Source: an optimization exercise on an open RTL-to-GDS flow (aim: small area, a short achievable clock period and few clock cycles). Production flows keep margins and buffers that such runs may drop.
In this exercise RTL edits were held to simulation tests only and were not proved equivalent to the original.
No activity file was given, so power comes from the tool's default toggle rates.

--- run.sh ---
#!/bin/bash
# synth_recipe.tcl (not shown) runs the flow's synth.tcl, then flattens the netlist and writes it again
# the make line also repeats each setting of config.mk as NAME=value (left out here)
make -C /OpenROAD-flow-scripts/flow DESIGN_CONFIG=/design/flow/config.mk WORK_HOME=/design/flow/orfs CLKGATE_MAP_FILE= SYNTH_SCRIPT=/design/flow/synth_recipe.tcl finish
--- config.mk ---
export PLATFORM = sky130hd
export DESIGN_NAME = ascending_integer_sort
export DESIGN_NICKNAME = ascending_integer_sort
export VERILOG_FILES = /design/flow/design.v
export SDC_FILE = /design/flow/constraint.sdc
export NUM_CORES = 4
export LEC_CHECK = 0
export CAP_MARGIN = 20
export CORE_MARGIN = 2
export CORE_UTILIZATION = 30
export PLACE_DENSITY = 0.45
export SLEW_MARGIN = 20
--- constraint.sdc ---
create_clock -name core_clock -period 4.2 [get_ports {aclk}]
set_input_delay 0.8400 -clock core_clock [delete_from_list [all_inputs] [get_ports {aclk}]]
set_output_delay 0.8400 -clock core_clock [all_outputs]
set_load 0.01 [all_outputs]
--- design.v ---
package ais_pkg;
    localparam int CAPACITY = 64;
    localparam int DATA_W   = 32;
    typedef enum logic {
        ST_COLLECT,
        ST_DRAIN
    } state_t;
    typedef struct packed {
        logic insert;
        logic shift_out;
    } cell_ctrl_t;
endpackage
module ais_cell (
    input  logic                                aclk,
    input  logic                                aresetn,
    input  ais_pkg::cell_ctrl_t                 ctrl,
    input  logic signed [ais_pkg::DATA_W-1:0]   new_value,
    input  logic signed [ais_pkg::DATA_W-1:0]   left_value,
    input  logic                                left_lt,
    input  logic                                left_occ,
    input  logic signed [ais_pkg::DATA_W-1:0]   right_value,
    input  logic                                right_occ,
    output logic signed [ais_pkg::DATA_W-1:0]   value,
    output logic                                lt,
    output logic                                occ
);
    logic signed [ais_pkg::DATA_W-1:0] value_reg, value_next;
    logic                     occ_reg, occ_next;
    assign lt = !occ_reg || (new_value < value_reg);
    always_comb begin
        value_next = value_reg;
        occ_next   = occ_reg;
        if (ctrl.shift_out) begin
            value_next = right_value;
            occ_next   = right_occ;
        end else if (ctrl.insert) begin
            if (lt) begin
                value_next = left_lt ? left_value : new_value;
            end
            occ_next = occ_reg | left_occ;
        end
    end
    always_ff @(posedge aclk) begin
        if (!aresetn) begin
            occ_reg <= 1'b0;
        end else begin
            occ_reg <= occ_next;
        end
    end
    always_ff @(posedge aclk) begin
        value_reg <= value_next;
    end
    assign value = value_reg;
    assign occ   = occ_reg;
endmodule
module ascending_integer_sort (
    input  logic                               aclk,
    input  logic                               aresetn,
    input  logic                               s_valid,
    output logic                               s_ready,
    input  logic signed [ais_pkg::DATA_W-1:0]  s_value,
    input  logic                               s_last,
    output logic                               m_valid,
    input  logic                               m_ready,
    output logic signed [ais_pkg::DATA_W-1:0]  m_sorted_value,
    output logic                               m_end_of_run,
    output logic                               m_overflow
);
    ais_pkg::state_t     state_reg, state_next;
    logic       dropped_reg, dropped_next;
    ais_pkg::cell_ctrl_t ctrl;
    logic       in_fire, out_fire, room;
    logic signed [ais_pkg::DATA_W-1:0] value_w [0:ais_pkg::CAPACITY+1];
    logic                     occ_w   [0:ais_pkg::CAPACITY+1];
    logic                     lt_w    [0:ais_pkg::CAPACITY];
    assign value_w[0]          = '0;
    assign occ_w[0]            = 1'b1;
    assign lt_w[0]             = 1'b0;
    assign value_w[ais_pkg::CAPACITY+1] = '0;
    assign occ_w[ais_pkg::CAPACITY+1]   = 1'b0;
    for (genvar i = 0; i < ais_pkg::CAPACITY; i++) begin : g_cell
        ais_cell u_cell (
            .aclk        (aclk),
            .aresetn     (aresetn),
            .ctrl        (ctrl),
            .new_value   (s_value),
            .left_value  (value_w[i]),
            .left_lt     (lt_w[i]),
            .left_occ    (occ_w[i]),
            .right_value (value_w[i+2]),
            .right_occ   (occ_w[i+2]),
            .value       (value_w[i+1]),
            .lt          (lt_w[i+1]),
            .occ         (occ_w[i+1])
        );
    end
    assign in_fire       = s_valid && s_ready;
    assign out_fire      = m_valid && m_ready;
    assign room          = !occ_w[ais_pkg::CAPACITY];
    assign ctrl.insert    = in_fire && room;
    assign ctrl.shift_out = out_fire;
    always_comb begin
        state_next = state_reg;
        unique case (state_reg)
            ais_pkg::ST_COLLECT: begin
                if (in_fire && s_last) begin
                    state_next = ais_pkg::ST_DRAIN;
                end
            end
            ais_pkg::ST_DRAIN: begin
                if (out_fire && m_end_of_run) begin
                    state_next = ais_pkg::ST_COLLECT;
                end
            end
            default: state_next = ais_pkg::ST_COLLECT;
        endcase
    end
    always_comb begin
        s_ready = 1'b0;
        m_valid = 1'b0;
        unique case (state_reg)
            ais_pkg::ST_COLLECT: s_ready = 1'b1;
            ais_pkg::ST_DRAIN:   m_valid = 1'b1;
            default: begin
                s_ready = 1'b0;
                m_valid = 1'b0;
            end
        endcase
    end
    always_comb begin
        dropped_next = dropped_reg;
        if (in_fire && !room) begin
            dropped_next = 1'b1;
        end else if (out_fire && m_end_of_run) begin
            dropped_next = 1'b0;
        end
    end
    always_ff @(posedge aclk) begin
        if (!aresetn) begin
            state_reg   <= ais_pkg::ST_COLLECT;
            dropped_reg <= 1'b0;
        end else begin
            state_reg   <= state_next;
            dropped_reg <= dropped_next;
        end
    end
    assign m_sorted_value = value_w[1];
    assign m_end_of_run   = !occ_w[2];
    assign m_overflow     = dropped_reg;
endmodule
==> run notes <==
Placed Area 0.168 mm^2; arrival time of the worst setup path 4.47 ns; mean area per synthesized cell 10.1 um^2; placed insts 21600; wire length per cell 24.9 um; synth warn 8; Finished Cell Area 0.176 mm^2; I/O Buffers 72; Final #Nets 17200; number of global-route vias before repair 121000; status no timing/DRC/antenna violations; core area 0.502 mm^2; hold_buf cts 0; Peak VDD IR 0.279 mV; GRT Residual Overflow 0; fin cells 22100; Syn Inst Count 15000; setup_tns 0 ns; PostCTS Resize Cnt 0; CTS tree built; Final ANT Viol Nets 0; largest net degree at the start of global routing 108; max reg flops 2048; post-synth top area share 0.400; Post-CTS Setup Repair Bufs 0; CP required 4.86 ns; Clock transition at path regs 0.05 ns; Starting DRT DRC Count 9818; Ports 73; ys async rst share 0; peak fanout along the critical path 28; Synth Register Bits 2114; clock sink count 2114; CTS Root Cell clkbuf_16; cts bufs inserted 284; Leak 75.7 nW; Final Hold Viols 0; Tmin final 3.81 ns; H-tree levels 5; Die Span Y 714 um; Die W 714 um; Min Hold Slack 0.502 ns; Clock Latency Late Sink 0.96 ns; max-slew violations 0; Least-Margin Pin Slew 1.18 ns; area grow syn2layout 16.7%; Tcrit/Tclk final 0.907; CP most frequent cell buf_4; Initial Util 0.301; Hold WC Path Type reg -> reg; startpoint types primary input; clock skew 0.0683 ns; HPWL after DPL 416000 um; Final setup viols 0; slowest CP cell a2111oi_2; share of the yosys chip area belonging to registers 0.413; Pwr Total 81.1 mW; RSZ-0062 raised after global routing no; Synthesized Nets 17000; Die ar. 0.510 mm^2; ys flop type edfxtp_1; Remaining DRCs 0; layout cell share with drive strength beyond 1 0.111; clock buffer depth 4; crit end category register; initial antenna violation count 9; Setup CP Type in -> reg; PD cells 460 mW/mm^2; Post-Route WL 551000 um; slew margin rel. 0.216; fmax 263 MHz; DR vias 124000; CP cell instances buf_6, buf_4, ha_1, nand2_1, nor3_1, buf_4, a211oi_1, o21ai_1, a2111oi_2, o31ai_4, buf_12, a221o_1; largest cells by area after synthesis edfxtp_1, ha_1, a221o_1, nor3_1, inv_1; MaxCap Viol Count 0; global placement routability congestion 0.833; number of flops mapped to enable cells by yosys 2016; first-pass GRT wire length 816000 um; Rows 260; largest area contributor in the netlist edfxtp_1; Cell Area, Synth 0.151 mm^2; Yosys cell types 68; total iterations of the first detailed-routing run 5; max incr delay on CP 0.62 ns; drt via density 5.60; Global Route Usage Sum 0.209
[power by group]
group	internal (mW)	total, mW	switching (mW)	leakage (nW)
logic	10.9	25.3	14.4	51.0
registers	28.7	31.7	3.02	20.5
clock network	13.9	24.1	10.2	4.27
total	53.4	81.1	27.6	75.7
[critical path: cells and delay by family]
family / cells / cell delay [ns]
and+or+nand+nor: 2 / 0.12
adders and majority gates: 1 / 0.23
buffers and inverters: 4 / 0.98
AOI/OAI and AO/OA: 5 / 1.99
[Yosys cell counts, types with 9 or more instances]
cell type	count
a221oi_1	86
edfxtp_1	2016
o211ai_1	26
nand2_1	539
a31oi_1	37
mux2i_1	43
o31ai_1	98
nor2_1	282
a22o_1	32
nor3b_1	9
inv_1	2052
a211oi_1	84
a32oi_1	103
nand3_1	130
and2_1	54
and4_1	36
nor4_1	16
nor3b_2	33
clkbuf_1	733
nand4_1	230
dfxtp_1	98
a221o_1	1796
a21oi_1	742
nand3b_1	22
nand2b_1	27
o21ai_1	132
a2111oi_2	30
buf_2	174
ha_1	1953
buf_1	166
a21o_1	376
a211o_1	64
nor3_1	1862
o2111ai_1	33
nor2b_1	58
a2111oi_0	18
and3_1	48
or3_1	11
buf_6	109
o21ai_0	534
[layout make-up]
class	count	area (um^2)
antenna	7	17.5
clock inverter	117	1010
sequential	2114	62500
timing repair buffer	1154	12500
fill	50600	325000
tap	6681	8360
multi-input combinational	9631	76500
inverter	2052	7700
clock buffer	390	7790
[per-layer routing]
metal  wire length, um  global-route usage  share of wire
met5                35                   0       0.000063
met4             17000              0.0593          0.031
met3             26200              0.0193          0.048
met2            249000               0.339           0.45
met1            259000               0.296           0.47
[through the flow]
step                       util  worst slack [ns]
after global routing      0.352             0.365
after global placement    0.334            -0.557
after floorplan               -            -0.210
final                     0.352             0.391
after detailed placement  0.334            -0.574
after CTS                 0.352             0.343
[kinds of logic (layout without fill, tap and decap cells)]
| logic type | Yosys count | count (layout) | share of synthesized area |
|---|---|---|---|
| flops | 2114 | 2114 | 0.413 |
| simple gates | 3372 | 3372 | 0.112 |
| compound gates | 4263 | 4263 | 0.223 |
| mux | 43 | 43 | 0.00285 |
| buf+inv | 3237 | 3713 | 0.0873 |
| other cells | 0 | 7 | 0 |
| fa+ha+maj | 1953 | 1953 | 0.162 |
[layout by cell type (no fill, tap or decap), drive strengths merged, types with 376 or more instances in the layout]
cell type	n
edfxtp	2016
nor3	1863
a221o	1796
nand2	539
clkbuf	390
buf	1115
a21o	376
o21ai	666
ha	1953
a21oi	742
inv	2063
[worst paths after layout]
kind	from	endpoint	slack, ns	cells after the start
setup / recovery	s_value[6]	g_cell[52].u_cell.value_reg[2]$_DFFE_PP_	0.39	12
hold / removal	dropped_reg$_SDFFE_PN0P_	dropped_reg$_SDFFE_PN0P_	0.50	2
setup reg to reg	g_cell[51].u_cell.value_reg[9]$_DFFE_PP_	g_cell[52].u_cell.value_reg[2]$_DFFE_PP_	0.47	10
hold reg to reg	dropped_reg$_SDFFE_PN0P_	dropped_reg$_SDFFE_PN0P_	0.50	2
Testbench counts, summed over its fixed seeds: cycles 60,988.

separate check: timing with driven ports:
No port has a modelled driver above. Below, the same layout with a new extraction and two added sets of constraints. Step 1 sets driving cells, clkbuf_16 on the clock port and buf_2 on the other inputs (assumed; they add their load-dependent delay and slew). Step 2, shift: input delay + t, output delay - t, t = (earliest + latest rising clock arrival at the registers) / 2. This alone moves slack from input paths to output paths. Three values: ideal, step 1, step 2; two values: the first two.
t (ns): 1.043
slack for setup (ns): 0.391 / 0.453 / -0.590
slew at the worst register clock pin (ns): 0.07 / 0.07
pins driven straight from the clock port: 1
With both steps, setup timing fails in this run, where it was met with ideal ports. The setup slack of this run moves by +0.062 ns with the drivers and by -0.981 ns with both steps.
